This is an optimization exercise on Yosys and OpenROAD, whose aim is small area and a short achievable clock period, not a production implementation. Function was checked by simulation only, so behaviour that the tests miss may differ from the original. Power figures rest on the tool's default switching activity, not on a simulated workload.

Design double_matrix_to_s31_32_converter_unit, start of the top module:
module double_matrix_to_s31_32_converter_unit
(
    input  logic              clk,
    input  logic              rst_n,
    input  logic              start,
    output logic              busy,
    input  logic [dmconv_pkg::WORD_W-1:0] elem_r0c0,
    input  logic [dmconv_pkg::WORD_W-1:0] elem_r0c1,
    input  logic [dmconv_pkg::WORD_W-1:0] elem_r0c2,
    input  logic [dmconv_pkg::WORD_W-1:0] elem_r1c0,
    input  logic [dmconv_pkg::WORD_W-1:0] elem_r1c1,
    input  logic [dmconv_pkg::WORD_W-1:0] elem_r1c2,
    input  logic [dmconv_pkg::WORD_W-1:0] elem_r2c0,
    input  logic [dmconv_pkg::WORD_W-1:0] elem_r2c1,
    input  logic [dmconv_pkg::WORD_W-1:0] elem_r2c2,
    output logic              done,
    output logic [dmconv_pkg::WORD_W-1:0] fix_r0c0,
    output logic [dmconv_pkg::WORD_W-1:0] fix_r0c1,
    output logic [dmconv_pkg::WORD_W-1:0] fix_r0c2,
    output logic [dmconv_pkg::WORD_W-1:0] fix_r1c0,
    output logic [dmconv_pkg::WORD_W-1:0] fix_r1c1,
    output logic [dmconv_pkg::WORD_W-1:0] fix_r1c2,
    output logic [dmconv_pkg::WORD_W-1:0] fix_r2c0,
    output logic [dmconv_pkg::WORD_W-1:0] fix_r2c1,
    output logic [dmconv_pkg::WORD_W-1:0] fix_r2c2,
    output logic [dmconv_pkg::LANES-1:0] overflow_mask
);
Settings: LEC_CHECK=0, CAP_MARGIN=20, CORE_MARGIN=2, CORE_UTILIZATION=45, PLACE_DENSITY=0.55, SETUP_SLACK_MARGIN=5, SLEW_MARGIN=20; clock period 10.0 ns.
run.sh (not shown) runs the stock make flow with config.mk's settings and CLKGATE_MAP_FILE= SYNTH_SCRIPT=/design/flow/synth_recipe.tcl, a recipe that flattens the netlist after the stock synthesis.
Edit:
==> flow/flow/run.sh (new file) <==
#!/bin/bash
set -u
SETUP_MARGIN=${SETUP_MARGIN:-6.5}
PLATFORM_DONT_USE="sky130_fd_sc_hd__probe_p_8 sky130_fd_sc_hd__probec_p_8 sky130_fd_sc_hd__lpflow_bleeder_1 sky130_fd_sc_hd__lpflow_clkbufkapwr_1 sky130_fd_sc_hd__lpflow_clkbufkapwr_16 sky130_fd_sc_hd__lpflow_clkbufkapwr_2 sky130_fd_sc_hd__lpflow_clkbufkapwr_4 sky130_fd_sc_hd__lpflow_clkbufkapwr_8 sky130_fd_sc_hd__lpflow_clkinvkapwr_1 sky130_fd_sc_hd__lpflow_clkinvkapwr_16 sky130_fd_sc_hd__lpflow_clkinvkapwr_2 sky130_fd_sc_hd__lpflow_clkinvkapwr_4 sky130_fd_sc_hd__lpflow_clkinvkapwr_8 sky130_fd_sc_hd__lpflow_decapkapwr_12 sky130_fd_sc_hd__lpflow_decapkapwr_3 sky130_fd_sc_hd__lpflow_decapkapwr_4 sky130_fd_sc_hd__lpflow_decapkapwr_6 sky130_fd_sc_hd__lpflow_decapkapwr_8 sky130_fd_sc_hd__lpflow_inputiso0n_1 sky130_fd_sc_hd__lpflow_inputiso0p_1 sky130_fd_sc_hd__lpflow_inputiso1n_1 sky130_fd_sc_hd__lpflow_inputiso1p_1 sky130_fd_sc_hd__lpflow_inputisolatch_1 sky130_fd_sc_hd__lpflow_isobufsrc_1 sky130_fd_sc_hd__lpflow_isobufsrc_16 sky130_fd_sc_hd__lpflow_isobufsrc_2 sky130_fd_sc_hd__lpflow_isobufsrc_4 sky130_fd_sc_hd__lpflow_isobufsrc_8 sky130_fd_sc_hd__lpflow_isobufsrckapwr_16 sky130_fd_sc_hd__lpflow_lsbuf_lh_hl_isowell_tap_1 sky130_fd_sc_hd__lpflow_lsbuf_lh_hl_isowell_tap_2 sky130_fd_sc_hd__lpflow_lsbuf_lh_hl_isowell_tap_4 sky130_fd_sc_hd__lpflow_lsbuf_lh_isowell_4 sky130_fd_sc_hd__lpflow_lsbuf_lh_isowell_tap_1 sky130_fd_sc_hd__lpflow_lsbuf_lh_isowell_tap_2 sky130_fd_sc_hd__lpflow_lsbuf_lh_isowell_tap_4"
ADDERS="sky130_fd_sc_hd__fa_1 sky130_fd_sc_hd__fa_2 sky130_fd_sc_hd__fa_4 sky130_fd_sc_hd__fah_1 sky130_fd_sc_hd__fahcin_1 sky130_fd_sc_hd__fahcon_1 sky130_fd_sc_hd__ha_1 sky130_fd_sc_hd__ha_2 sky130_fd_sc_hd__ha_4"
SLOW="sky130_fd_sc_hd__or4_* sky130_fd_sc_hd__or4b_* sky130_fd_sc_hd__or4bb_* sky130_fd_sc_hd__nor4_* sky130_fd_sc_hd__nor4b_* sky130_fd_sc_hd__nor4bb_* sky130_fd_sc_hd__a2111o_* sky130_fd_sc_hd__a2111oi_* sky130_fd_sc_hd__o2111a_* sky130_fd_sc_hd__o2111ai_* sky130_fd_sc_hd__or3_* sky130_fd_sc_hd__or3b_* sky130_fd_sc_hd__and4_* sky130_fd_sc_hd__and4b_* sky130_fd_sc_hd__and4bb_*"
bash standard.sh "DONT_USE_CELLS=$PLATFORM_DONT_USE $ADDERS $SLOW" synth > synth.log 2>&1 || exit 1
bash standard.sh "DONT_USE_CELLS=$PLATFORM_DONT_USE $ADDERS $SLOW" "SETUP_SLACK_MARGIN=$SETUP_MARGIN" \
    "BUFFER_PORTS_ARGS=-buffer_cell sky130_fd_sc_hd__buf_1" finish > layout.log 2>&1 || exit 1
test -f out/final.def
==> flow/standard.sh (new file) <==
#!/bin/bash
# synth_recipe.tcl (not shown) runs the flow's synth.tcl, then flattens the netlist and writes it again
# the make line also repeats each setting of config.mk as NAME=value (left out here)
make -C /OpenROAD-flow-scripts/flow DESIGN_CONFIG=/design/flow/config.mk WORK_HOME=/design/flow/orfs CLKGATE_MAP_FILE= SYNTH_SCRIPT=/design/flow/synth_recipe.tcl "${@:-finish}"
removed: flow/run.sh
Outcome:
- The changed run went through all stages and came out clean
- cell count climbs by roughly a tenth
- power rises slightly
- clock power goes up slightly
- final area came out lower slightly
- worst hold slack loses 0.017 ns
- setup slack improves by 1.2 ns
- via count went up by roughly a tenth

## afterwards: timing with drivers on the ports
The results above use ideal ports. As a check the final layouts listed here were re-extracted and re-timed, cells and wires unchanged.
Step 1, drivers: a clkbuf_16 drives clk and a buf_2 each remaining input, both assumed.
Step 2 moves the port delays by t, midway between the first and last clock arrival at a register: inputs arrive t later, outputs are due t later. That takes back most of the time a late clock gives input paths.
a / b / c = no drivers / after step 1 / after step 2; a / b = the first two.
run	t (ns)	setup WS [ns]	latest minus earliest clock arrival (ns)	worst slew at a driven data input, ns
the first run	0.964	5.283 / 5.283 / 5.283	0.077 / 0.077	0.21
the second run	0.998	6.507 / 6.402 / 5.434	0.066 / 0.066	0.28
After both steps every run listed still meets setup and hold. For the second run, which loses most, drivers alone change the setup slack by -0.105 ns; drivers and shift together by -1.073 ns.
